This is an optimization exercise on Yosys and OpenROAD, whose aim is small area, a short achievable clock period and few clock cycles, not a production implementation.
In this exercise RTL edits were held to simulation tests only and were not proved equivalent to the original.

`flow/design.v`:
```
package nrisc_pkg;
	localparam int DATA_W    = 16;
	localparam int ADDR_W    = 8;
	localparam int MEM_DEPTH = 256;
	localparam int REG_IDX_W = 4;
	typedef logic [DATA_W-1:0]    data_t;
	typedef logic [ADDR_W-1:0]    addr_t;
	typedef logic [REG_IDX_W-1:0] reg_idx_t;
	typedef struct packed {
		logic [3:0] opcode;
		reg_idx_t   rd;
		reg_idx_t   rf1;
		reg_idx_t   rf2;
	} instr_t;
	localparam logic [3:0] OP_SYS   = 4'h0;
	localparam logic [3:0] OP_LW    = 4'h1;
	localparam logic [3:0] OP_SW    = 4'h2;
	localparam logic [3:0] OP_LI    = 4'h3;
	localparam logic [3:0] OP_JMP   = 4'h4;
	localparam logic [3:0] OP_JZ    = 4'h5;
	localparam logic [3:0] OP_JC    = 4'h6;
	localparam logic [3:0] OP_ADD   = 4'h8;
	localparam logic [3:0] OP_SUB   = 4'h9;
	localparam logic [3:0] OP_AND   = 4'ha;
	localparam logic [3:0] OP_OR    = 4'hb;
	localparam logic [3:0] OP_XOR   = 4'hc;
	localparam logic [3:0] OP_SHR   = 4'hd;
	localparam logic [3:0] OP_SHL   = 4'he;
	localparam logic [3:0] OP_UNARY = 4'hf;
	localparam logic [3:0] SYS_HALT = 4'h1;  
	localparam logic [3:0] UN_NOT   = 4'h0;  
	localparam logic [3:0] UN_INC   = 4'h2;
	localparam logic [3:0] UN_DEC   = 4'h3;
	typedef enum logic [2:0] {
		ALU_ADD, ALU_SUB, ALU_AND, ALU_OR, ALU_XOR, ALU_SHR, ALU_SHL, ALU_NOT
	} alu_op_e;
	typedef struct packed {
		logic zero;
		logic carry;
	} alu_flags_t;
	typedef struct packed {
		logic  valid;
		logic  write;
		addr_t addr;
		data_t wdata;
	} mem_req_t;
endpackage
`timescale 1ns/10ps
module nrisc_alu (
	input  logic [3:0]            op,
	input  logic [3:0]            sel,   
	input  nrisc_pkg::data_t      alu_a,
	input  nrisc_pkg::data_t      alu_b,
	output nrisc_pkg::data_t      alu_result,
	output nrisc_pkg::alu_flags_t alu_flags
);
	logic             sub;
	nrisc_pkg::data_t b_in, sum;
	logic             cout;
	assign sub  = op == 4'h9 || (op == 4'hf && sel[0]);
	assign b_in = ((op == 4'hf) ? 16'h0001 : alu_b) ^ {16{sub}};
	logic [15:0] g [5];
	logic [15:0] p [5];
	assign g[0] = alu_a & b_in;
	assign p[0] = alu_a ^ b_in;
	for (genvar l = 0; l < 4; l++) begin : g_lvl
		for (genvar i = 0; i < 16; i++) begin : g_bit
			if (i >= (1 << l)) begin : g_op
				assign g[l+1][i] = g[l][i] | (p[l][i] & g[l][i-(1<<l)]);
				assign p[l+1][i] = p[l][i] & p[l][i-(1<<l)];
			end else begin : g_pass
				assign g[l+1][i] = g[l][i];
				assign p[l+1][i] = p[l][i];
			end
		end
	end
	logic [16:0] c;
	assign c[0] = sub;
	for (genvar i = 1; i <= 16; i++) begin : g_c
		assign c[i] = g[4][i-1] | (p[4][i-1] & sub);
	end
	assign sum  = p[0] ^ c[15:0];
	assign cout = c[16];
	always_comb begin
		case (op)
			4'ha:    alu_result = alu_a & alu_b;
			4'hb:    alu_result = alu_a | alu_b;
			4'hc:    alu_result = alu_a ^ alu_b;
			4'hd:    alu_result = {1'b0, alu_a[15:1]};
			4'he:    alu_result = {alu_a[14:0], 1'b0};
			4'hf:    alu_result = (sel[1]) ? sum : ~alu_a;
			default: alu_result = sum;
		endcase
		case (op)
			4'hd:    alu_flags.carry = alu_a[0];
			4'he:    alu_flags.carry = alu_a[15];
			4'ha, 4'hb, 4'hc: alu_flags.carry = 1'b0;
			4'hf:    alu_flags.carry = sel[1] & (cout ^ sub);
			default: alu_flags.carry = cout ^ sub;
		endcase
	end
	assign alu_flags.zero = alu_result == '0;
endmodule
`timescale 1ns/10ps
module reg_file (
	input  logic                clk,
	input  logic                rst_n,
	input  nrisc_pkg::reg_idx_t ra0_idx,
	input  nrisc_pkg::reg_idx_t rb0_idx,
	input  nrisc_pkg::reg_idx_t ra1_idx,
	input  nrisc_pkg::reg_idx_t rb1_idx,
	output nrisc_pkg::data_t    ra0_data,
	output nrisc_pkg::data_t    rb0_data,
	output nrisc_pkg::data_t    ra1_data,
	output nrisc_pkg::data_t    rb1_data,
	input  logic                we0,
	input  nrisc_pkg::reg_idx_t wr0_idx,
	input  nrisc_pkg::data_t    wr0_data,
	input  logic                we1,
	input  nrisc_pkg::reg_idx_t wr1_idx,
	input  nrisc_pkg::data_t    wr1_data
);
	localparam int NR = 2**nrisc_pkg::REG_IDX_W;
	nrisc_pkg::data_t regs [NR];
	logic [NR-1:0]    valid;
	logic [NR-1:0]    wsel0, wsel1;
	logic [NR-1:0]    sa0, sb0, sa1, sb1;
	always_comb begin
		for (int i = 0; i < NR; i++) begin
			wsel0[i] = we0 && wr0_idx == 4'(i);
			wsel1[i] = we1 && wr1_idx == 4'(i);
			sa0[i]   = valid[i] && ra0_idx == 4'(i);
			sb0[i]   = valid[i] && rb0_idx == 4'(i);
			sa1[i]   = valid[i] && ra1_idx == 4'(i);
			sb1[i]   = valid[i] && rb1_idx == 4'(i);
		end
	end
	always_comb begin
		ra0_data = '0;
		rb0_data = '0;
		ra1_data = '0;
		rb1_data = '0;
		for (int i = 0; i < NR; i++) begin
			ra0_data = ra0_data | (regs[i] & {16{sa0[i]}});
			rb0_data = rb0_data | (regs[i] & {16{sb0[i]}});
			ra1_data = ra1_data | (regs[i] & {16{sa1[i]}});
			rb1_data = rb1_data | (regs[i] & {16{sb1[i]}});
		end
	end
	always_ff @(posedge clk or negedge rst_n) begin
		if (!rst_n)
			valid <= '0;
		else
			valid <= valid | wsel0 | wsel1;
	end
	always_ff @(posedge clk) begin
		for (int i = 0; i < NR; i++) begin
			if (wsel1[i])
				regs[i] <= wr1_data;
			else if (wsel0[i])
				regs[i] <= wr0_data;
		end
	end
endmodule
`timescale 1ns/10ps
module unified_mem (
	input  logic                clk,
	input  logic                we,
	input  nrisc_pkg::addr_t    waddr,
	input  nrisc_pkg::data_t    wdata,
	input  nrisc_pkg::addr_t    f0,
	output nrisc_pkg::data_t    w0,
	output nrisc_pkg::data_t    w1,
	output logic                c0,
	output logic                c1,
	input  logic                d_en,
	input  nrisc_pkg::addr_t    daddr,
	output nrisc_pkg::data_t    dout
);
	localparam int NB = 8;
	nrisc_pkg::addr_t f1;
	logic [4:0]       f0_row, f1_row;
	nrisc_pkg::data_t bank_out [NB];
	logic [NB-1:0]    f0_sel, f1_sel, d_sel;
	assign f1     = f0 + 1'b1;
	assign f0_row = f0[7:3];
	assign f1_row = f0[7:3] + 1'b1;
	for (genvar b = 0; b < NB; b++) begin : g_bank
		nrisc_pkg::data_t m [32];
		logic [4:0]       row;
		logic [31:0]      rsel;
		assign f0_sel[b] = f0[2:0] == 3'(b);
		assign f1_sel[b] = f1[2:0] == 3'(b);
		assign d_sel[b]  = daddr[2:0] == 3'(b);
		always_ff @(posedge clk) begin
			if (we && waddr[2:0] == 3'(b))
				m[waddr[7:3]] <= wdata;
		end
		always_comb begin
			if (d_en && d_sel[b])
				row = daddr[7:3];
			else if (3'(b) >= f0[2:0])
				row = f0_row;
			else
				row = f1_row;
		end
		always_comb begin
			for (int r = 0; r < 32; r++)
				rsel[r] = row == 5'(r);
		end
		always_comb begin
			bank_out[b] = '0;
			for (int r = 0; r < 32; r++)
				bank_out[b] = bank_out[b] | (m[r] & {16{rsel[r]}});
		end
	end
	always_comb begin
		w0   = '0;
		w1   = '0;
		dout = '0;
		for (int b = 0; b < NB; b++) begin
			w0   = w0   | (bank_out[b] & {16{f0_sel[b]}});
			w1   = w1   | (bank_out[b] & {16{f1_sel[b]}});
			dout = dout | (bank_out[b] & {16{d_sel[b]}});
		end
	end
	assign c0 = d_en && daddr[2:0] == f0[2:0];
	assign c1 = d_en && daddr[2:0] == f1[2:0];
endmodule
`timescale 1ns/10ps
module exec_unit (
	input  nrisc_pkg::instr_t ir,
	output logic              is_lw,
	output logic              is_sw,
	output logic              is_li,
	output logic              is_jmp,     
	output logic              is_jcond,   
	output logic              is_halt,
	output logic              is_alu,     
	output logic              wr_rd,      
	output logic              use_ra,
	output logic              use_rb
);
	logic [3:0] op;
	assign op = ir.opcode;
	assign is_lw    = op == nrisc_pkg::OP_LW;
	assign is_sw    = op == nrisc_pkg::OP_SW;
	assign is_li    = op == nrisc_pkg::OP_LI;
	assign is_jmp   = op == nrisc_pkg::OP_JMP || op == nrisc_pkg::OP_JZ || op == nrisc_pkg::OP_JC;
	assign is_jcond = op == nrisc_pkg::OP_JZ || op == nrisc_pkg::OP_JC;
	assign is_halt  = op == nrisc_pkg::OP_SYS && ir.rd == nrisc_pkg::SYS_HALT;
	assign is_alu   = op[3] && (op != nrisc_pkg::OP_UNARY || ir.rf2 == nrisc_pkg::UN_NOT ||
		ir.rf2 == nrisc_pkg::UN_INC || ir.rf2 == nrisc_pkg::UN_DEC);
	assign wr_rd    = is_alu | is_li | is_lw;
	assign use_ra   = is_lw | is_sw | is_jmp | op[3];
	assign use_rb   = is_sw | (op >= nrisc_pkg::OP_ADD && op <= nrisc_pkg::OP_XOR);
endmodule
`timescale 1ns/10ps
module nrisc_top (
	input  logic                 clk,
	input  logic                 rst_n,
	input  logic                 run,
	input  logic                 host_valid,
	input  logic                 host_write,
	input  logic [7:0]           host_addr,
	input  logic [15:0]          host_wdata,
	output logic                 host_gnt,
	output logic [15:0]          host_rdata,
	output logic                 host_rvalid,
	output logic                 halted
);
	nrisc_pkg::addr_t      pc;
	nrisc_pkg::instr_t     ir0, ir1;
	logic                  v0, v1;
	nrisc_pkg::alu_flags_t flags;
	logic                  halt_q;
	logic host_rd, host_wr, active, exec, refresh;
	assign host_gnt = host_valid;
	assign host_rd  = host_valid & ~host_write;
	assign host_wr  = host_valid &  host_write;
	assign halted   = halt_q;
	assign active  = run & ~halt_q & ~host_valid;
	assign exec    = active & v0;
	assign refresh = ~v0 & ~halt_q & ~host_rd;
	logic lw0, sw0, li0, j0, jc0, halt0, alu0, wr0, ura0, urb0;
	logic lw1, sw1, li1, j1, jc1, halt1, alu1, wr1, ura1, urb1;
	exec_unit dec0 (.ir(ir0), .is_lw(lw0), .is_sw(sw0), .is_li(li0), .is_jmp(j0),
		.is_jcond(jc0), .is_halt(halt0), .is_alu(alu0), .wr_rd(wr0), .use_ra(ura0),
		.use_rb(urb0));
	exec_unit dec1 (.ir(ir1), .is_lw(lw1), .is_sw(sw1), .is_li(li1), .is_jmp(j1),
		.is_jcond(jc1), .is_halt(halt1), .is_alu(alu1), .wr_rd(wr1), .use_ra(ura1),
		.use_rb(urb1));
	nrisc_pkg::data_t a0, b0, a1, b1, wd0, wd1;
	logic             we0, we1;
	reg_file rf_i (.clk, .rst_n, .ra0_idx(ir0.rf1), .rb0_idx(ir0.rf2), .ra1_idx(ir1.rf1),
		.rb1_idx(ir1.rf2), .ra0_data(a0), .rb0_data(b0), .ra1_data(a1), .rb1_data(b1),
		.we0, .wr0_idx(ir0.rd), .wr0_data(wd0), .we1, .wr1_idx(ir1.rd), .wr1_data(wd1));
	logic raw, fwd, pair, ex1, swhit1;
	nrisc_pkg::data_t imm0, imm1;
	assign imm0 = nrisc_pkg::data_t'({ir0.rf1, ir0.rf2});
	assign imm1 = nrisc_pkg::data_t'({ir1.rf1, ir1.rf2});
	assign raw  = wr0 && ((ura1 && ir0.rd == ir1.rf1) || (urb1 && ir0.rd == ir1.rf2));
	assign fwd  = li0 && j1 && ir0.rd == ir1.rf1;  
	assign pair = v1 && !j0 && !halt0 && !((lw0 || sw0) && (lw1 || sw1)) && (!raw || fwd) &&
		!(jc1 && alu0) && (!j1 || fwd);
	nrisc_pkg::addr_t pc1, pc2;
	assign pc1 = pc + 8'd1;
	assign pc2 = pc + 8'd2;
	assign swhit1 = sw0 && a0[7:0] == pc1;
	assign ex1    = exec && pair && !swhit1;
	logic             t0, t1, shift;
	nrisc_pkg::addr_t npc, f0;
	assign t0    = j0 && (ir0.opcode == nrisc_pkg::OP_JMP ||
		(ir0.opcode == nrisc_pkg::OP_JZ && flags.zero) ||
		(ir0.opcode == nrisc_pkg::OP_JC && flags.carry));
	assign t1    = j1 && (ir1.opcode == nrisc_pkg::OP_JMP ||
		(ir1.opcode == nrisc_pkg::OP_JZ && flags.zero) ||
		(ir1.opcode == nrisc_pkg::OP_JC && flags.carry));
	logic             li_v;
	nrisc_pkg::reg_idx_t li_r;
	nrisc_pkg::addr_t li_val;
	logic             t0_known, t0_slow;
	assign t0_known = li_v && li_r == ir0.rf1;
	assign t0_slow  = t0 && !t0_known;  
	assign npc   = t0 ? (t0_known ? li_val : pc1) : pair ? (t1 ? imm0[7:0] : pc2) : pc1;
	assign shift = !t0 && !pair && v1;
	assign f0    = v0 ? npc : pc;
	logic             mem_we, d_en, lw_go, c0, c1;
	nrisc_pkg::addr_t mem_waddr, daddr;
	nrisc_pkg::data_t mem_wdata, w0, w1, dout;
	logic             sw_go;
	nrisc_pkg::addr_t sw_addr;
	assign lw_go     = v0 && (lw0 || (pair && lw1));  
	assign d_en      = host_rd || lw_go;
	assign daddr     = host_rd ? host_addr : lw0 ? a0[7:0] : a1[7:0];
	assign sw_go     = exec && (sw0 || (ex1 && sw1));
	assign sw_addr   = sw0 ? a0[7:0] : a1[7:0];
	assign mem_we    = host_wr || sw_go;
	assign mem_waddr = host_valid ? host_addr : sw_addr;
	assign mem_wdata = host_valid ? host_wdata : sw0 ? b0 : b1;
	unified_mem mem_i (.clk, .we(mem_we), .waddr(mem_waddr), .wdata(mem_wdata), .f0, .w0, .w1,
		.c0, .c1, .d_en, .daddr, .dout);
	nrisc_pkg::data_t      r0, r1;
	nrisc_pkg::alu_flags_t fl0, fl1;
	nrisc_alu alu0_i (.op(ir0.opcode), .sel(ir0.rf2), .alu_a(a0), .alu_b(b0), .alu_result(r0),
		.alu_flags(fl0));
	nrisc_alu alu1_i (.op(ir1.opcode), .sel(ir1.rf2), .alu_a(a1), .alu_b(b1), .alu_result(r1),
		.alu_flags(fl1));
	assign we0 = exec && wr0;
	assign we1 = ex1 && wr1;
	assign wd0 = lw0 ? dout : li0 ? imm0 : r0;
	assign wd1 = lw1 ? dout : li1 ? imm1 : r1;
	logic             st_hit0, st_hit1;
	nrisc_pkg::addr_t f1;
	assign f1      = f0 + 8'd1;
	assign st_hit0 = sw_go && sw_addr == f0;
	assign st_hit1 = sw_go && sw_addr == f1;
	logic h_hit0, h_hit1;
	assign h_hit0  = host_wr && host_addr == pc;
	assign h_hit1  = host_wr && host_addr == pc1;
	always_ff @(posedge clk or negedge rst_n) begin
		if (!rst_n) begin
			pc     <= '0;
			v0     <= 1'b0;
			v1     <= 1'b0;
			flags  <= '0;
			halt_q <= 1'b0;
			li_v   <= 1'b0;
			li_r   <= '0;
			li_val <= '0;
		end else begin
			if (exec) begin
				if (halt0 || (ex1 && halt1))
					halt_q <= 1'b1;  
				if (ex1 && alu1)
					flags <= fl1;
				else if (alu0)
					flags <= fl0;
				if (ex1 && li1) begin
					li_v   <= 1'b1;
					li_r   <= ir1.rd;
					li_val <= imm1[7:0];
				end else if (li0 && !(ex1 && wr1 && ir1.rd == ir0.rd)) begin
					li_v   <= 1'b1;
					li_r   <= ir0.rd;
					li_val <= imm0[7:0];
				end else begin
					li_v   <= 1'b0;
				end
				if (swhit1 || t0_slow) begin
					pc <= swhit1 ? pc1 : a0[7:0];
					v0 <= 1'b0;
					v1 <= 1'b0;
				end else begin
					pc <= npc;
					v0 <= shift ? !st_hit0 : !c0 && !st_hit0;
					v1 <= !c1 && !st_hit1;
				end
			end else if (refresh) begin
				v0 <= !(h_hit0 || h_hit1);
				v1 <= 1'b1;
			end else if (h_hit0 || h_hit1) begin
				v0 <= 1'b0;  
			end
		end
	end
	always_ff @(posedge clk) begin
		if (exec || refresh) begin
			ir0 <= nrisc_pkg::instr_t'(exec && shift ? ir1 : w0);
			ir1 <= nrisc_pkg::instr_t'(w1);
		end
	end
	always_ff @(posedge clk or negedge rst_n) begin
		if (!rst_n)
			host_rvalid <= 1'b0;
		else
			host_rvalid <= host_rd;
	end
	always_ff @(posedge clk) begin
		if (host_rd)
			host_rdata <= dout;
	end
endmodule
```
`flow/run.sh`:
```
#!/bin/bash
# synth_recipe.tcl (not shown) runs the flow's synth.tcl, then flattens the netlist and writes it again
# the make line also repeats each setting of config.mk as NAME=value (left out here)
make -C /OpenROAD-flow-scripts/flow DESIGN_CONFIG=/design/flow/config.mk WORK_HOME=/design/flow/orfs CLKGATE_MAP_FILE= SYNTH_SCRIPT=/design/flow/synth_recipe.tcl finish
```
`flow/config.mk`:
```
export PLATFORM = sky130hd
export DESIGN_NAME = nrisc_top
export DESIGN_NICKNAME = nrisc_top
export VERILOG_FILES = /design/flow/design.v
export SDC_FILE = /design/flow/constraint.sdc
export NUM_CORES = 4
export LEC_CHECK = 0
export ABC_CLOCK_PERIOD_IN_PS = 4000
export CAP_MARGIN = 20
export CORE_MARGIN = 2
export CORE_UTILIZATION = 45
export PLACE_DENSITY = 0.6
export SETUP_SLACK_MARGIN = 5
export SLEW_MARGIN = 20
export TNS_END_PERCENT = 5
```
`flow/constraint.sdc`:
```
create_clock -name core_clock -period 12.0 [get_ports {clk}]
set_input_delay 2.4000 -clock core_clock [delete_from_list [all_inputs] [get_ports {clk}]]
set_output_delay 2.4000 -clock core_clock [all_outputs]
set_load 0.01 [all_outputs]
```
==> results of run 1 <==
## stage by stage
step	utilization (%)	cell area [um^2]	std cells	hold slack, ns
after floorplan	-	190800	13426	0.4757
after global placement	48.38	204600	19261	0.5231
after detailed placement	48.45	204900	19268	0.5252
after CTS	54.40	230000	20694	0.5388
after global routing	55.06	232800	20857	0.5703
final	55.08	232900	20888	0.5451
## cell type report
class | instances | area (um^2) | area share, %
Antenna cell | 38 | 95.09 | 0.04083
Clock inverter | 271 | 2724 | 1.170
Timing Repair Buffer | 1794 | 16240 | 6.975
Clock buffer | 572 | 11930 | 5.123
Multi-Input combinational cell | 7968 | 61020 | 26.20
Sequential cell | 4443 | 133200 | 57.20
Inverter | 139 | 576.8 | 0.2477
Tap cell | 5663 | 7086 | 3.042
## registers in the layout (all words and copies together), names as in the netlist, 2 cells and up
| register | flops |
|---|---|
| mem_i.g_bank.m | 4096 |
| rf_i.regs | 256 |
| host_rdata | 16 |
| ir0 | 16 |
| ir1 | 16 |
| rf_i.valid | 16 |
| li_val | 8 |
| pc | 8 |
| li_r | 4 |
| flags | 2 |
## metal layers
metal / vias to the layer above / routed length [um] / GRT usage [%]
met5: - / 297 / 0.3056
met4: 34 / 78620 / 28.22
met3: 2940 / 135900 / 13.57
met2: 14125 / 406500 / 63.18
met1: 76612 / 342100 / 56.98
li1: 57944 / - / -
## synthesized netlist by cell type, types with 107 or more instances
cell type / count
inv_1: 131
a21oi_1: 361
a22oi_1: 1000
nor3_1: 312
nand3_1: 538
nand4_1: 320
a22o_1: 326
mux2i_1: 239
nor2_1: 755
nand2_1: 891
edfxtp_1: 4400
clkbuf_1: 565
buf_2: 204
and3_1: 297
o21ai_0: 335
ha_1: 107
a221oi_1: 303
a222oi_1: 171
nor4_1: 114
## timing repair
item / CTS / global route
gates resized for setup: 1143 / 301
endpoints found under the setup margin: 4352 / 1514
setup buffers: 555 / 143
gates cloned: 28 / 9
pin swaps: 289 / 158
## path summary, 6_finish.rpt
kind,cells past startpoint,start,end,slack [ns]
worst max-delay path,23,ir0[6],rf_i.regs[1][9],4.52
worst min-delay path,2,li_v,li_v,0.55
worst max register to register,23,ir0[6],rf_i.regs[1][9],4.52
worst min register to register,2,li_v,li_v,0.55
max in group asynchronous,2,rst_n,rf_i.valid[13],9.68
min in group asynchronous,2,rst_n,rf_i.valid[15],1.56
## cells by family after synthesis
kind of cell	Yosys count	share of synthesized area, %
AND/OR/NAND/NOR	3760	10.12
buffers and inverters	1030	2.408
XOR/XNOR	120	0.5548
AO/OA/AOI/OAI	3657	14.73
flip-flops	4443	69.82
multiplexers	309	1.667
adder cells (fa/ha/maj)	107	0.7017
## critical path, cell delays in order (launching register included)
cell and delay, ns:
edfxtp_1 0.44, buf_6 0.17, buf_4 0.15, and3b_1 0.23
buf_6 0.21, and3_1 0.21, a2111oi_0 0.45, and4b_2 0.52
buf_12 0.16, a221o_2 0.34, buf_4 0.32, o211ai_1 0.26
and2_1 0.45, buf_4 0.32, and4_1 0.22, a2111oi_0 0.46
and4b_1 0.30, nand3_2 0.42, nor2_1 0.27, a211oi_2 0.11
nor4b_4 0.31, buf_6 0.25, o21ai_4 0.15, mux2_4 0.32
==> metrics.md, run 1 <==
| Metric | Value |
|---|---|
| Min Clock Period, post-route | ~7.5 ns |
| Most frequent cells in the layout | edfxtp_1 (4400), buf_4 (1422), a22oi_1 (975), nand2_1 (825), nand3_1 (506) |
| Final wirelength | just under 1000000 um |
| Gr usage total | between 40% and 50% |
| Largest net degree at the start of global routing | between 150 and 200 |
| PortBufs | between 40 and 50 |
| Final Hold Fails | 0 |
| Netlist cell types | 141 |
| First-pass GRT wire length | around 1300000 um |
| Synth top area share | between 60 and 70% |
| Largest cells by area after synthesis | edfxtp_1 (69%), a22oi_1 (3.9%), nand2_1 (1.8%) |
| Clock skew | between 0.1 and 0.15 ns |
| Wire per inst | ~46 um |
| CTS tree | done |
| IO Count | 48 |
| Avg Cell Area, Syn | approximately 14 um^2 |
| Pre-CTS WS | roughly 0.95 ns |
| Area grow syn2layout | 22.07% |
| Synth Flop Type | edfxtp_1 |
| Std-Cell Rows | between 200 and 250 |
| Number of synthesis warnings | 9 |
| Antenna violations before repair | 68 |
| DRT antenna net count | 0 |
| Post-DR vias/cell | a little over 7 |
| CTS buffer count | 455 |
| Sink Count | around 4.4k |
| H-tree levels | 5 |
| Hold Path Class | reg -> reg |
| Total core area | 422800 um^2 |
| Max Slew Vio Count | 0 |
| Vias in the first global route | roughly 140k |
| Cts hold-fix bufs | 0 |
| Max Clk Rate | approximately 130 MHz |
| Syn Inst Count | roughly 13k |
| Worst Path Required | 12.77 ns |
| Setup CP Type | reg -> reg |
| RSZ-0062 raised after global routing | true |
| Total grt overflow | 0 |
| #FFs+latches synth | 4443 |
| Drt pass-1 iters | 14 |
| TNS Setup | 0 ns |
| Initial Utilization | between 40 and 50% |
| Die X | about 660 um |
| Die area | approximately 430000 um^2 |
| CTS max path bufs | 4 |
| Most common cell after layout, fill and taps aside | edfxtp_1 |
| Crit share post-route | about 62% |
| Ys async rst share | less than 1% |
| Routed vias | 151.7k |
| # setup viols final | 0 |
| Cell taking the most area after synthesis | edfxtp_1 |
| Max-cap violation count | 0 |
| Synthesized cell area | 190800 um^2 |
| Net Count, Synth | around 14k |
| Max FO, Critical Path | 11 |
| DP Wirelength | 621700 um |
| Setup WS post-layout | 4.520 ns |
| Critical Path AT | around 8.3 ns |
| Sequential area share after synthesis | 69.82% |
| Slew at the pin closest to its max-slew limit | about 1.3 ns |
| Share of cells above drive strength 1 | 25.33% |
| Outcome | complete, no violations |
| Routability cong. | between 1 and 1.5 |
| Clock latency (worst-skew pair) | approximately 1.1 ns |
| Nets | roughly 15k |
| Max_slew headroom | 10.02% |
| Worst-path clk slew | roughly 0.07 ns |
| Clk root buf | clkbuf_16 |
| Crit start category | flip-flop |
| DRC | 0 |
| CP endpoint kind | flip-flop |
| Fillcell total | between 30k and 40k |
| Initial DRC count | around 30k |
| Die Y | between 600 and 700 um |
| Number of flops mapped to enable cells by yosys | around 4.4k |
Testbench counts, summed over its fixed seeds: cycles 41,394.
==> run 2: changes to the inputs <==
--- a/flow/design.v
+++ b/flow/design.v
@@ -168,7 +168,8 @@
 	input  logic                we,
 	input  nrisc_pkg::addr_t    waddr,
 	input  nrisc_pkg::data_t    wdata,
-	input  nrisc_pkg::addr_t    f0,
+	input  nrisc_pkg::addr_t    fb,
+	input  logic                fo,
 	output nrisc_pkg::data_t    w0,
 	output nrisc_pkg::data_t    w1,
 	output logic                c0,
@@ -178,13 +179,14 @@
 	output nrisc_pkg::data_t    dout
 );
 	localparam int NB = 8;
-	nrisc_pkg::addr_t f1;
+	nrisc_pkg::addr_t f0, f1;
 	logic [4:0]       f0_row, f1_row;
 	nrisc_pkg::data_t bank_out [NB];
 	logic [NB-1:0]    f0_sel, f1_sel, d_sel;
+	assign f0     = fb + 8'(fo);
 	assign f1     = f0 + 1'b1;
-	assign f0_row = f0[7:3];
-	assign f1_row = f0[7:3] + 1'b1;
+	assign f0_row = fb[7:3];
+	assign f1_row = fb[7:3] + 1'b1;
 	for (genvar b = 0; b < NB; b++) begin : g_bank
 		nrisc_pkg::data_t m [32];
 		logic [4:0]       row;
@@ -199,7 +201,7 @@
 		always_comb begin
 			if (d_en && d_sel[b])
 				row = daddr[7:3];
-			else if (3'(b) >= f0[2:0])
+			else if (3'(b) >= fb[2:0])
 				row = f0_row;
 			else
 				row = f1_row;
@@ -301,8 +303,8 @@
 	assign imm1 = nrisc_pkg::data_t'({ir1.rf1, ir1.rf2});
 	assign raw  = wr0 && ((ura1 && ir0.rd == ir1.rf1) || (urb1 && ir0.rd == ir1.rf2));
 	assign fwd  = li0 && j1 && ir0.rd == ir1.rf1;  
-	assign pair = v1 && !j0 && !halt0 && !((lw0 || sw0) && (lw1 || sw1)) && (!raw || fwd) &&
-		!(jc1 && alu0) && (!j1 || fwd);
+	assign pair = v1 && !j0 && !halt0 && !lw1 && !sw1 && (!raw || fwd) && !(jc1 && alu0) &&
+		(!j1 || fwd);
 	nrisc_pkg::addr_t pc1, pc2;
 	assign pc1 = pc + 8'd1;
 	assign pc2 = pc + 8'd2;
@@ -324,22 +326,28 @@
 	assign t0_slow  = t0 && !t0_known;  
 	assign npc   = t0 ? (t0_known ? li_val : pc1) : pair ? (t1 ? imm0[7:0] : pc2) : pc1;
 	assign shift = !t0 && !pair && v1;
-	assign f0    = v0 ? npc : pc;
+	logic             jsel_li, jsel_imm, fo;
+	nrisc_pkg::addr_t fb;
+	assign jsel_li  = v0 && t0 && t0_known;
+	assign jsel_imm = v0 && fwd && v1 && t1;  
+	assign fb       = jsel_li ? li_val : jsel_imm ? imm0[7:0] : v0 ? pc1 : pc;
+	assign fo       = v0 && !jsel_li && !jsel_imm && pair;
+	assign f0       = fb + 8'(fo);
 	logic             mem_we, d_en, lw_go, c0, c1;
 	nrisc_pkg::addr_t mem_waddr, daddr;
 	nrisc_pkg::data_t mem_wdata, w0, w1, dout;
 	logic             sw_go;
 	nrisc_pkg::addr_t sw_addr;
-	assign lw_go     = v0 && (lw0 || (pair && lw1));  
+	assign lw_go     = v0 && lw0;
 	assign d_en      = host_rd || lw_go;
-	assign daddr     = host_rd ? host_addr : lw0 ? a0[7:0] : a1[7:0];
-	assign sw_go     = exec && (sw0 || (ex1 && sw1));
-	assign sw_addr   = sw0 ? a0[7:0] : a1[7:0];
+	assign daddr     = host_rd ? host_addr : a0[7:0];
+	assign sw_go     = exec && sw0;
+	assign sw_addr   = a0[7:0];
 	assign mem_we    = host_wr || sw_go;
 	assign mem_waddr = host_valid ? host_addr : sw_addr;
-	assign mem_wdata = host_valid ? host_wdata : sw0 ? b0 : b1;
-	unified_mem mem_i (.clk, .we(mem_we), .waddr(mem_waddr), .wdata(mem_wdata), .f0, .w0, .w1,
-		.c0, .c1, .d_en, .daddr, .dout);
+	assign mem_wdata = host_valid ? host_wdata : b0;
+	unified_mem mem_i (.clk, .we(mem_we), .waddr(mem_waddr), .wdata(mem_wdata), .fb, .fo, .w0,
+		.w1, .c0, .c1, .d_en, .daddr, .dout);
 	nrisc_pkg::data_t      r0, r1;
 	nrisc_pkg::alu_flags_t fl0, fl1;
 	nrisc_alu alu0_i (.op(ir0.opcode), .sel(ir0.rf2), .alu_a(a0), .alu_b(b0), .alu_result(r0),
@@ -349,7 +357,7 @@
 	assign we0 = exec && wr0;
 	assign we1 = ex1 && wr1;
 	assign wd0 = lw0 ? dout : li0 ? imm0 : r0;
-	assign wd1 = lw1 ? dout : li1 ? imm1 : r1;
+	assign wd1 = li1 ? imm1 : r1;
 	logic             st_hit0, st_hit1;
 	nrisc_pkg::addr_t f1;
 	assign f1      = f0 + 8'd1;
==> metrics.md, run 2 <==
| Metric | Value |
|---|---|
| CTS buffer count | 447 (-1.8%) |
| Min-delay src | flags[1] |
| Most common cell after layout, fill and taps aside | edfxtp_1 |
| CP endpoint kind | flip-flop |
| IO Count | 48 (unchanged) |
| Synth top area share | 68.94% (-0.31 points) |
| RSZ-0062 raised after global routing | true |
| Max Slew Vio Count | 0 (unchanged) |
| Sink Count | 4443 (unchanged) |
| Post-synthesis simple-gate area fraction | 8.980% (-1.1 points) |
| Worst Path Required | 12.79 ns (+0.02 ns) |
| Post-DR vias/cell | 7.363 (+1.4%) |
| TNS Setup | 0 ns (unchanged) |
| Total grt overflow | 0 (unchanged) |
| Synthesized cell area | 191700 um^2 (+0.46%) |
| Die area | 431100 um^2 (+0.45%) |
| Vias in the first global route | 136.7k (-1.7%) |
| Worst-path clk slew | 0.07 ns (about the same) |
| Max FO, Critical Path | 26 (+15) |
| Drt pass-1 iters | 14 (unchanged) |
| Largest cells by area after synthesis | edfxtp_1 (69%), a22oi_1 (4.3%), nand3_1 (1.9%) |
| Final wirelength | 897400 um (-6.8%) |
| Crit start category | flip-flop |
| DRC | 0 (unchanged) |
| Initial Utilization | 45.20% (+0.078 points) |
| Area of the multi-input gates | 59070 um^2 (-3.2%) |
| Wire per inst | 43.87 um (-4.9%) |
| Share of cells above drive strength 1 | 18.86% (-6.5 points) |
| Die Y | 656.6 um (+0.23%) |
| Cell taking the most area after synthesis | edfxtp_1 |
| Die X | 656.6 um (+0.23%) |
| Sequential cell area | 133200 um^2 (about the same) |
| FF-to-FF Start | ir0[4] |
| Syn Inst Count | 13.79k (+2.7%) |
| Crit share post-route | 62.15% (-0.18 points) |
| Initial DRC count | 30.63k (+0.99%) |
| H-tree levels | 5 (unchanged) |
| Gr usage total | 40.13% (-3.6 points) |
| Source of the critical timing path | ir0[4] |
| Slew at the pin closest to its max-slew limit | 1.305 ns (-0.04213 ns) |
| Synth Area in Compound Gates | 15.92% (+1.2 points) |
| DP Wirelength | 560200 um (-9.9%) |
| Max-cap violation count | 0 (unchanged) |
| PortBufs | 47 (unchanged) |
| Max_slew headroom | 12.71% (+2.7 points) |
| Combinational family with the most area after synthesis | compound AO/OA/AOI/OAI gates |
| Count leader, synth | edfxtp_1 |
| Critical Path AT | 8.25 ns (about the same) |
| Netlist cell types | 122 (-13%) |
| Adder and majority cell fraction of the synthesized area | 0.6985% (-0.0032 points) |
| Ys async rst share | 0.9678% (unchanged) |
| Fillcell total | 35.29k (+3.6%) |
| Most frequent cells in the layout | edfxtp_1 (4400), a22oi_1 (1100), buf_4 (1008), nand2_1 (760), nand3_1 (682) |
| Synth Flop Type | edfxtp_1 |
| Number of flip-flops in the largest register | 4096 (unchanged) |
| Antenna violations before repair | 50 (-26%) |
| CTS max path bufs | 4 (unchanged) |
| First-pass GRT wire length | 1197000 um (-5.7%) |
| Xor/xnor cell area share of the yosys netlist | 0.6574% (+0.10 points) |
| Worst hold margin | 0.5554 ns (+0.01030 ns) |
| Most frequent cells after synthesis | edfxtp_1 (4400), a22oi_1 (1105), nor2_1 (849), nand2_1 (827), nand3_1 (709) |
| Total core area | 424000 um^2 (+0.28%) |
| Outcome | complete, no violations |
| Net Count, Synth | 13.92k (+2.7%) |
| DRT antenna net count | 0 (unchanged) |
| Clock skew | 0.09661 ns (-0.02147 ns) |
| Routed vias | 150.6k (-0.69%) |
| Area grow syn2layout | 16.78% |
| CTS tree | done |
| Max Clk Rate | 134.1 MHz (+0.30%) |
| Sequential area share after synthesis | 69.50% (-0.32 points) |
| Hold Path Class | reg -> reg |
| Largest net degree at the start of global routing | 113 (-36%) |
| Number of synthesis warnings | 9 (unchanged) |
| Post-synthesis mux area share | 1.690% (+0.023 points) |
| Min Clock Period, post-route | 7.458 ns (-0.02204 ns) |
| Final Hold Fails | 0 (unchanged) |
| Clock latency (worst-skew pair) | 1.10 ns (about the same) |
| Routability cong. | 1.070 (+2.0%) |
| Setup CP Type | reg -> reg |
| Nets | 14.52k (-2.8%) |
| Std-Cell Rows | 239 (unchanged) |
| # setup viols final | 0 (unchanged) |
| #FFs+latches synth | 4443 (unchanged) |
| Number of flops mapped to enable cells by yosys | 4400 (unchanged) |
| Clk root buf | clkbuf_16 |
| Avg Cell Area, Syn | 13.90 um^2 (-2.2%) |
run 2: logic make-up after synthesis:
kind of cell / after synthesis
DFF: 4443
AOI/OAI and AO/OA: 4085
and+or+nand+nor: 3528
buffers and inverters: 1174
muxes: 307
xor gates and xnor gates: 143
adders and majority gates: 107
run 2: stage by stage:
step / std cells / instance area [um^2] / setup slack (ns) / util, %
after floorplan: 13787 / 191700 / 4.990 / -
final: 20455 / 223800 / 4.542 / 52.78
after CTS: 20351 / 222400 / 4.963 / 52.46
after detailed placement: 19279 / 204200 / 1.126 / 48.17
after global placement: 19272 / 204000 / 1.129 / 48.12
after global routing: 20418 / 223700 / 4.690 / 52.76
run 2: area by class of cell:
| cell class | count | share of cell area, % |
|---|---|---|
| inverter | 127 | 0.2337 |
| timing repair buffer | 1180 | 4.471 |
| clock inverter | 244 | 0.8866 |
| tap | 5663 | 3.166 |
| clock buffer | 568 | 5.286 |
| antenna | 45 | 0.05031 |
| sequential | 4443 | 59.52 |
| multi-input combinational | 8185 | 26.39 |
run 2: worst max-delay path, stage by stage (launching register included):
cell and delay, ns:
edfxtp_1 0.39, buf_6 0.19, nor2_2 0.15, buf_4 0.32
and3_1 0.29, buf_6 0.31, a2111oi_2 0.13, nand4_2 0.11
buf_4 0.28, mux2_4 0.32, buf_6 0.24, nor3_2 0.12
buf_4 0.28, nor2_1 0.20, nor2_2 0.06, buf_4 0.26
and2_1 0.21, buf_4 0.25, a22o_1 0.32, a2111oi_4 0.45
nand4_1 0.69, buf_4 0.41, a22oi_1 0.17, nand4_1 0.10
buf_4 0.18, a21oi_2 0.16, buf_6 0.21, a21oi_1 0.10
run 2: worst paths after layout:
check	to	slack [ns]	depth (start not counted)
max in group asynchronous	v0	9.81	2
min in group asynchronous	rf_i.valid[11]	1.48	2
max	rf_i.regs[4][6]	4.54	27
min	flags[1]	0.56	2
min reg2reg	flags[1]	0.56	2
max reg2reg	rf_i.regs[4][6]	4.54	27
run 2: routing by layer:
| layer | vias to the layer above | share of wire (%) | global-route usage, % |
|---|---|---|---|
| li1 | 57589 | - | - |
| met4 | 14 | 9.1 | 28.97 |
| met3 | 3245 | 16 | 14.90 |
| met1 | 75351 | 34 | 51.50 |
| met2 | 14410 | 41 | 55.74 |
| met5 | - | 0.037 | 0 |
run 2: repair_timing:
| action | 4_1_cts | 5_1_grt |
|---|---|---|
| endpoints found under the setup margin | 365 | 285 |
| gates cloned | 14 | 7 |
| gates resized for setup | 459 | 142 |
| setup buffers | 246 | 49 |
| pin swaps | 122 | 57 |
| hold buffers | 0 | 0 |
Testbench counts of run 2, summed over its fixed seeds: cycles 41,520.
==> run 3: changes to the inputs <==
--- a/flow/design.v
+++ b/flow/design.v
@@ -179,20 +179,21 @@
 	output nrisc_pkg::data_t    dout
 );
 	localparam int NB = 8;
-	nrisc_pkg::addr_t f0, f1;
 	logic [4:0]       f0_row, f1_row;
 	nrisc_pkg::data_t bank_out [NB];
 	logic [NB-1:0]    f0_sel, f1_sel, d_sel;
-	assign f0     = fb + 8'(fo);
-	assign f1     = f0 + 1'b1;
+	logic [NB-1:0] fb_oh0, fb_oh1, fb_oh2;
 	assign f0_row = fb[7:3];
 	assign f1_row = fb[7:3] + 1'b1;
 	for (genvar b = 0; b < NB; b++) begin : g_bank
 		nrisc_pkg::data_t m [32];
 		logic [4:0]       row;
 		logic [31:0]      rsel;
-		assign f0_sel[b] = f0[2:0] == 3'(b);
-		assign f1_sel[b] = f1[2:0] == 3'(b);
+		assign fb_oh0[b] = fb[2:0] == 3'(b);
+		assign fb_oh1[b] = fb[2:0] == 3'(b - 1);
+		assign fb_oh2[b] = fb[2:0] == 3'(b - 2);
+		assign f0_sel[b] = fo ? fb_oh1[b] : fb_oh0[b];
+		assign f1_sel[b] = fo ? fb_oh2[b] : fb_oh1[b];
 		assign d_sel[b]  = daddr[2:0] == 3'(b);
 		always_ff @(posedge clk) begin
 			if (we && waddr[2:0] == 3'(b))
@@ -226,8 +227,8 @@
 			dout = dout | (bank_out[b] & {16{d_sel[b]}});
 		end
 	end
-	assign c0 = d_en && daddr[2:0] == f0[2:0];
-	assign c1 = d_en && daddr[2:0] == f1[2:0];
+	assign c0 = d_en && |(d_sel & f0_sel);
+	assign c1 = d_en && |(d_sel & f1_sel);
 endmodule
 `timescale 1ns/10ps
 module exec_unit (
@@ -311,7 +312,7 @@
 	assign swhit1 = sw0 && a0[7:0] == pc1;
 	assign ex1    = exec && pair && !swhit1;
 	logic             t0, t1, shift;
-	nrisc_pkg::addr_t npc, f0;
+	nrisc_pkg::addr_t npc;
 	assign t0    = j0 && (ir0.opcode == nrisc_pkg::OP_JMP ||
 		(ir0.opcode == nrisc_pkg::OP_JZ && flags.zero) ||
 		(ir0.opcode == nrisc_pkg::OP_JC && flags.carry));
@@ -332,7 +333,6 @@
 	assign jsel_imm = v0 && fwd && v1 && t1;  
 	assign fb       = jsel_li ? li_val : jsel_imm ? imm0[7:0] : v0 ? pc1 : pc;
 	assign fo       = v0 && !jsel_li && !jsel_imm && pair;
-	assign f0       = fb + 8'(fo);
 	logic             mem_we, d_en, lw_go, c0, c1;
 	nrisc_pkg::addr_t mem_waddr, daddr;
 	nrisc_pkg::data_t mem_wdata, w0, w1, dout;
@@ -359,10 +359,11 @@
 	assign wd0 = lw0 ? dout : li0 ? imm0 : r0;
 	assign wd1 = li1 ? imm1 : r1;
 	logic             st_hit0, st_hit1;
-	nrisc_pkg::addr_t f1;
-	assign f1      = f0 + 8'd1;
-	assign st_hit0 = sw_go && sw_addr == f0;
-	assign st_hit1 = sw_go && sw_addr == f1;
+	nrisc_pkg::addr_t fb1, fb2;
+	assign fb1     = fb + 8'd1;
+	assign fb2     = fb + 8'd2;
+	assign st_hit0 = sw_go && (fo ? sw_addr == fb1 : sw_addr == fb);
+	assign st_hit1 = sw_go && (fo ? sw_addr == fb2 : sw_addr == fb1);
 	logic h_hit0, h_hit1;
 	assign h_hit0  = host_wr && host_addr == pc;
 	assign h_hit1  = host_wr && host_addr == pc1;
==> metrics.md, run 3 <==
| Metric | Value |
|---|---|
| Outcome | complete, no violations |
| CTS max path bufs | 4 (unchanged) |
| IO Count | 48 (unchanged) |
| # setup viols final | 0 (unchanged) |
| Vias in the first global route | 139.5k (+2.1%) |
| Max Clk Rate | 130.8 MHz (-2.5%) |
| DRC | 0 (unchanged) |
| Post-route insts no fill | 20.91k (+2.2%) |
| PortBufs | 47 (unchanged) |
| #FFs+latches synth | 4443 (unchanged) |
| CP endpoint kind | flip-flop |
| Largest net degree at the start of global routing | 176 (+56%) |
| Synth top area share | 68.57% (-0.37 points) |
| Number of flip-flops in the largest register | 4096 (unchanged) |
| Cell taking the most area after synthesis | edfxtp_1 |
| Drt pass-1 iters | 13 (-1) |
| Std-Cell Rows | 240 (+0.42%) |
| Worst hold margin | 0.4828 ns (-0.07256 ns) |
| Die X | 658.4 um (+0.27%) |
| Sink Count | 4443 (unchanged) |
| Ys async rst share | 0.9678% (unchanged) |
| Cts hold-fix bufs | 0 (unchanged) |
| Gr usage total | 41.76% (+1.6 points) |
| Net Count, Synth | 14.04k (+0.87%) |
| Synthesized cell area | 192700 um^2 (+0.54%) |
| Antenna violations before repair | 64 (+28%) |
| Number of flops mapped to enable cells by yosys | 4400 (unchanged) |
| Wire per inst | 44.73 um (+1.9%) |
| Post-DR vias/cell | 7.404 (+0.56%) |
| Max-cap violation count | 0 (unchanged) |
| Total grt overflow | 0 (unchanged) |
| Final Hold Fails | 0 (unchanged) |
| Netlist cell types | 138 (+13%) |
| Most frequent cells in the layout | edfxtp_1 (4400), a22oi_1 (1309), buf_4 (1195), nand2_1 (932), nor2_1 (571) |
| Area grow syn2layout | 18.55% |
| First-pass GRT wire length | 1240000 um (+3.6%) |
| Placed cells | 19.57k (+1.5%) |
| Avg Cell Area, Syn | 13.86 um^2 (-0.33%) |
| Routability cong. | 1.101 (+2.9%) |
| DP Wirelength | 590900 um (+5.5%) |
| Max Slew Vio Count | 0 (unchanged) |
| RSZ-0062 raised after global routing | true |
| Clk root buf | clkbuf_16 |
| Fillcell total | 35.04k (-0.73%) |
| Syn Inst Count | 13.91k (+0.88%) |
| TNS Setup | 0 ns (unchanged) |
| Hold Path Class | reg -> reg |
| Most frequent cells after synthesis | edfxtp_1 (4400), a22oi_1 (1320), nand2_1 (1002), nor2_1 (861), clkbuf_1 (594) |
| Max_slew headroom | 7.725% (-5.0 points) |
| Count leader, synth | edfxtp_1 |
| Slew at the pin closest to its max-slew limit | 1.384 ns (+0.07936 ns) |
| Area post-placement | 205800 um^2 (+0.75%) |
| Setup CP Type | reg -> reg |
| Number of synthesis warnings | 9 (unchanged) |
| Die area | 433500 um^2 (+0.54%) |
| Sequential cell area | 133200 um^2 (about the same) |
| H-tree levels | 5 (unchanged) |
| CTS buffer count | 451 (+0.89%) |
| Synth Flop Type | edfxtp_1 |
| DRT antenna net count | 0 (unchanged) |
| Critical Path AT | 8.41 ns (+0.16 ns) |
| CTS tree | done |
| Final wirelength | 935200 um (+4.2%) |
| Worst Path Required | 12.77 ns (-0.02 ns) |
| Clock skew | 0.1097 ns (+0.01308 ns) |
| Area of the multi-input gates | 60910 um^2 (+3.1%) |
| Cell area after layout | 228400 um^2 (+2.1%) |
| Nets | 14.94k (+2.9%) |
| Max FO, Critical Path | 8 (-69%) |
| Routed vias | 154.8k (+2.8%) |
| Sequential area share after synthesis | 69.13% (-0.38 points) |
| Crit start category | flip-flop |
| Die Y | 658.4 um (+0.27%) |
| Total core area | 426700 um^2 (+0.63%) |
| Initial Utilization | 45.16% (about the same) |
| Min Clock Period, post-route | 7.647 ns (+0.1886 ns) |
| Most common cell after layout, fill and taps aside | edfxtp_1 |
| Worst-path clk slew | 0.06 ns (about the same) |
| Largest cells by area after synthesis | edfxtp_1 (69%), a22oi_1 (5.1%), nand2_1 (2.0%) |
| Share of cells above drive strength 1 | 20.74% (+1.9 points) |
| Crit share post-route | 63.72% (+1.6 points) |
| Clock latency (worst-skew pair) | 1.10 ns (about the same) |
| Initial DRC count | 32.52k (+6.2%) |
==> run 3: cells by family after synthesis <==
kind of cell,Yosys count,synth area share [%]
flip-flops,4443,69.13
buffers and inverters,1093,2.439
AND/OR/NAND/NOR,3563,8.984
adder cells (fa/ha/maj),108,0.7000
AO/OA/AOI/OAI,4370,17.02
multiplexers,211,1.180
XOR/XNOR,120,0.5532
==> run 3: path summary, 6_finish.rpt <==
path	startpoint	endpoint	slack, ns	cells after the start
setup / recovery	ir0[14]	rf_i.regs[1][0]	4.35	24
setup reg to reg	ir0[14]	rf_i.regs[1][0]	4.35	24
hold reg to reg	li_v	li_v	0.48	1
hold / removal	li_v	li_v	0.48	1
min in group asynchronous	rst_n	rf_i.valid[0]	1.47	2
max in group asynchronous	rst_n	pc[2]	9.90	2
==> run 3: final cells by class <==
cell class                      instances  area share, %
Inverter                              114         0.2196
Multi-Input combinational cell       8386          26.66
Clock inverter                        282          1.182
Clock buffer                          548          5.137
Timing Repair Buffer                 1410          5.327
Antenna cell                           40        0.04382
Sequential cell                      4443          58.31
Tap cell                             5687          3.115
==> run 3: through the flow <==
stage	setup WS, ns	utilization (%)
finish	4.353	53.53
global route	4.372	53.51
CTS	4.929	53.19
detailed placement	0.9114	48.23
global placement	0.9472	48.20
floorplan	4.955	-
==> run 3: timing repair <==
item | in CTS | in global routing
gates cloned | 22 | 1
buffers inserted | 360 | 80
setup endpoints to repair | 626 | 334
pin swaps | 174 | 69
gates resized for setup | 689 | 113
==> run 3: metal layers <==
layer | global-route usage (%) | vias up | part of all wire, %
met3 | 17.12 | 3426 | 17
li1 | - | 58964 | -
met4 | 27.15 | 45 | 8.4
met2 | 57.21 | 14994 | 40
met5 | 0.7203 | - | 0.083
met1 | 54.35 | 77394 | 35
==> run 3: worst max-delay path, cell delays in order, from the launching register on <==
cell        delay (ns)
edfxtp_1          0.50
and4bb_4          0.43
nand4_4           0.12
or3_4             0.47
buf_4             0.19
mux2i_4           0.22
a21oi_2           0.16
buf_6             0.16
clkinvlp_4        0.18
ha_2              0.26
a41oi_2           0.26
a21boi_4          0.38
a31oi_4           0.23
nor2_1            0.70
o2111ai_1         0.21
o21ai_0           0.35
o22ai_1           0.20
a221oi_1          0.54
nand4_1           0.50
a32oi_1           0.42
a22oi_2           0.22
nor3b_4           0.23
buf_6             0.16
buf_12            0.14
o31ai_1           0.09
Testbench counts of run 3, summed over its fixed seeds: cycles 41,520.
==> run 4: changes to the inputs <==
--- a/flow/config.mk
+++ b/flow/config.mk
@@ -8,8 +8,8 @@
 export ABC_CLOCK_PERIOD_IN_PS = 4000
 export CAP_MARGIN = 20
 export CORE_MARGIN = 2
-export CORE_UTILIZATION = 45
-export PLACE_DENSITY = 0.6
+export CORE_UTILIZATION = 38
+export PLACE_DENSITY = 0.5
 export SETUP_SLACK_MARGIN = 5
 export SLEW_MARGIN = 20
 export TNS_END_PERCENT = 5
==> metrics.md, run 4 <==
| Metric | Value |
|---|---|
| Worst-path clk slew | 0.06 ns (about the same) |
| Std-Cell Rows | 261 (+8.8%) |
| Ys async rst share | 0.9678% (unchanged) |
| Max_slew headroom | 14.68% (+7.0 points) |
| Outcome | complete, no violations |
| Netlist cell types | 138 (unchanged) |
| Critical Path Slowest Stage Cell | dlygate4sd2_1 |
| Initial DRC count | 28.62k (-12%) |
| Max Slew Vio Count | 0 (unchanged) |
| Pre-CTS WS | 1.058 ns (+0.1469 ns) |
| Total core area | 505200 um^2 (+18%) |
| Crit share post-route | 61.84% (-1.9 points) |
| # setup viols final | 0 (unchanged) |
| Largest net degree at the start of global routing | 176 (unchanged) |
| Fillcell total | 44.75k (+28%) |
| Worst hold margin | 0.4810 ns (-0.001789 ns) |
| FF-to-FF Start | ir0[15] |
| Min Clock Period, post-route | 7.421 ns (-0.2262 ns) |
| Synth Flop Type | edfxtp_1 |
| #FFs+latches synth | 4443 (unchanged) |
| Cell taking the most area after synthesis | edfxtp_1 |
| CP endpoint kind | flip-flop |
| Antenna violations before repair | 55 (-14%) |
| Placed cells | 20.60k (+5.2%) |
| H-tree levels | 5 (unchanged) |
| Routability cong. | 1.064 (-3.3%) |
| Number of flip-flops in the largest register | 4096 (unchanged) |
| Die X | 716.1 um (+8.8%) |
| Most frequent cells after synthesis | edfxtp_1 (4400), a22oi_1 (1320), nand2_1 (1002), nor2_1 (861), clkbuf_1 (594) |
| Reg2reg setup slack | 4.61 ns (+0.26 ns) |
| First-pass GRT wire length | 1331000 um (+7.3%) |
| Source of the critical timing path | host_addr[7] |
| Setup WS post-layout | 4.580 ns (+0.2262 ns) |
| PortBufs | 47 (unchanged) |
| Number of synthesis warnings | 9 (unchanged) |
| Gr usage total | 38.24% (-3.5 points) |
| Share of cells above drive strength 1 | 22.32% (+1.6 points) |
| Most common cell after layout, fill and taps aside | edfxtp_1 |
| Worst path most repeated cell | buf_4 |
| Worst Path Required | 12.85 ns (+0.08 ns) |
| DRC | 0 (unchanged) |
| Net Count, Synth | 14.04k (unchanged) |
| DRT antenna net count | 0 (unchanged) |
| Slowest cell delay on critical path | 0.98 ns (+0.28 ns) |
| Clock skew | 0.1469 ns (+0.03716 ns) |
| Vias in the first global route | 141.0k (+1.1%) |
| Syn Inst Count | 13.91k (unchanged) |
| Wire per inst | 46.04 um (+2.9%) |
| Number of flops mapped to enable cells by yosys | 4400 (unchanged) |
| Area grow syn2layout | 20.92% |
| Largest cells by area after synthesis | edfxtp_1 (69%), a22oi_1 (5.1%), nand2_1 (2.0%) |
| Avg Cell Area, Syn | 13.86 um^2 (unchanged) |
| Sequential area share after synthesis | 69.13% (unchanged) |
| CTS tree | done |
| Max Clk Rate | 134.8 MHz (+3.0%) |
| Final wirelength | 1012000 um (+8.3%) |
| DP Wirelength | 644700 um (+9.1%) |
| CP Cell Sequence | dlygate4sd2_1 > mux2i_4 > buf_12 > buf_4 > nor3_2 > buf_4 > nand2_2 > o22ai_2 > a221oi_1 > nand4_1 > nor3_2 > buf_4 > a211oi_4 > buf_4 > nor4_1 > nor3_1 |
| Count leader, synth | edfxtp_1 |
| Total grt overflow | 0 (unchanged) |
| Max-cap violation count | 0 (unchanged) |
| Post-DR vias/cell | 6.973 (-5.8%) |
| Slew at the pin closest to its max-slew limit | 1.275 ns (-0.1089 ns) |
| Synthesized cell area | 192700 um^2 (unchanged) |
| Setup CP Type | in -> reg |
| Die Y | 716.1 um (+8.8%) |
| Critical Path AT | 8.28 ns (-0.13 ns) |
| Drt pass-1 iters | 14 (+1) |
| Final Hold Fails | 0 (unchanged) |
| RSZ-0062 raised after global routing | true |
| Synth top area share | 68.57% (unchanged) |
| Reg-to-reg endpoint | rf_i.regs[7][0] |
| TNS Setup | 0 ns (unchanged) |
| Reg2Reg Depth | 25 (+4.2%) |
| Die area | 512800 um^2 (+18%) |
| Hold Path Cell Cnt | 1 (unchanged) |
| Max FO, Critical Path | 14 (+6) |
| Post-route insts no fill | 21.99k (+5.2%) |
| IO Count | 48 (unchanged) |
| Sink Count | 4443 (unchanged) |
| CTS buffer count | 471 (+4.4%) |
| Hold Path Class | reg -> reg |
| Crit start category | input port |
| Nets | 15.00k (+0.38%) |
| Most frequent cells in the layout | edfxtp_1 (4400), a22oi_1 (1299), buf_4 (1142), nand2_1 (898), nor2_1 (542) |
| Crit path to | rf_i.regs[0][1] |
| CTS max path bufs | 4 (unchanged) |
| Clk root buf | clkbuf_16 |
| Clock latency (worst-skew pair) | 1.14 ns (+0.04 ns) |
| Initial Utilization | 38.14% (-7.0 points) |
| Routed vias | 153.3k (-0.97%) |
[run 4: cell counts after synthesis]
No cell type changed its count.
[run 4: timing repair]
| item | CTS | global route |
|---|---|---|
| pin swaps | 194 | 94 |
| setup endpoints to repair | 1828 | 461 |
| hold buffers | 0 | 0 |
| gates resized for setup | 902 | 186 |
| cloned | 33 | 5 |
| setup buffers | 388 | 67 |
| endpoints found under the hold margin | 0 | 0 |
[run 4: logic make-up (layout without fill, tap and decap cells)]
kind of cell	after synthesis	in the layout	synth area share (%)
AND/OR/NAND/NOR	3563	3570	8.984
buffers and inverters	1093	2418	2.439
XOR/XNOR	120	120	0.5532
multiplexers	211	217	1.180
flip-flops	4443	4443	69.13
other	0	31	0
adder cells (fa/ha/maj)	108	108	0.7000
AO/OA/AOI/OAI	4370	4376	17.02
[run 4: worst min-delay path by stage]
stage / endpoint / from / slack, ns
CTS: li_v / li_v / 0.48
detailed placement: li_v / li_v / 0.47
floorplan: flags[0] / flags[0] / 0.45
finish: li_v / li_v / 0.48
global route: li_v / li_v / 0.51
global placement: li_v / li_v / 0.46
[run 4: stage by stage]
step                      util [%]  cell area [um^2]
after floorplan                  -            192700
after global placement       41.08            207600
after detailed placement     41.11            207700
after CTS                    45.80            231400
after global routing         46.11            232900
final                        46.12            233000
[run 4: cell type report]
cell class / count / area [um^2] / area share [%]
Clock buffer: 559 / 12140 / 5.209
Multi-Input combinational cell: 8391 / 62170 / 26.68
Inverter: 114 / 491.7 / 0.2110
Sequential cell: 4443 / 133200 / 57.17
Clock inverter: 303 / 3397 / 1.458
Antenna cell: 31 / 77.57 / 0.03329
Timing Repair Buffer: 1442 / 13140 / 5.638
Tap cell: 6706 / 8391 / 3.601
[run 4: critical path, delay by kind of cell]
family                 cells  cell delay, ns
buffers and inverters      6            2.34
multiplexers               1            0.18
AO/OA/AOI/OAI              3            1.88
AND/OR/NAND/NOR            6            1.35
[run 4: metal layers]
metal	track usage, %	share of wire, %	up-vias
met3	11.59	13	2955
met4	23.94	8.0	40
met1	50.48	38	78913
met2	54.93	42	12296
met5	0.1603	0.045	-
li1	-	-	59123

## port drivers added, routing unchanged
In the flow no input, the clock included, has a driving cell. The finished layouts below were timed again as built, in two steps. Step 1 (the two cells are an assumption about what drives the block):
set clk [get_ports {clk}]
set_driving_cell -lib_cell sky130_fd_sc_hd__clkbuf_16 $clk
set_driving_cell -lib_cell sky130_fd_sc_hd__buf_2 [delete_from_list [all_inputs] $clk]
Step 2 times the ports against the registers' clock, not the clock port: input delays grow and output delays shrink by t, the midpoint of the rising clock arrivals with the driver on. Slacks: no drivers / after step 1 / after step 2; pairs: no drivers / after step 1.
run | t, ns | slack for setup (ns) | worst register clock-pin slew, ns | worst slew at a driven data input, ns
run 1 | 1.171 | 4.520 / 4.520 / 3.484 | 0.08 / 0.08 | 0.23
run 2 | 1.167 | 4.542 / 4.542 / 3.410 | 0.07 / 0.07 | 0.23
run 3 | 1.169 | 4.353 / 4.353 / 3.325 | 0.08 / 0.08 | 0.17
run 4 | 1.180 | 4.579 / 4.607 / 3.496 | 0.07 / 0.07 | 0.15
After both steps every run listed still meets setup and hold. For run 2, which loses most, drivers alone change the setup slack by 0.000 ns; drivers and shift together by -1.132 ns.
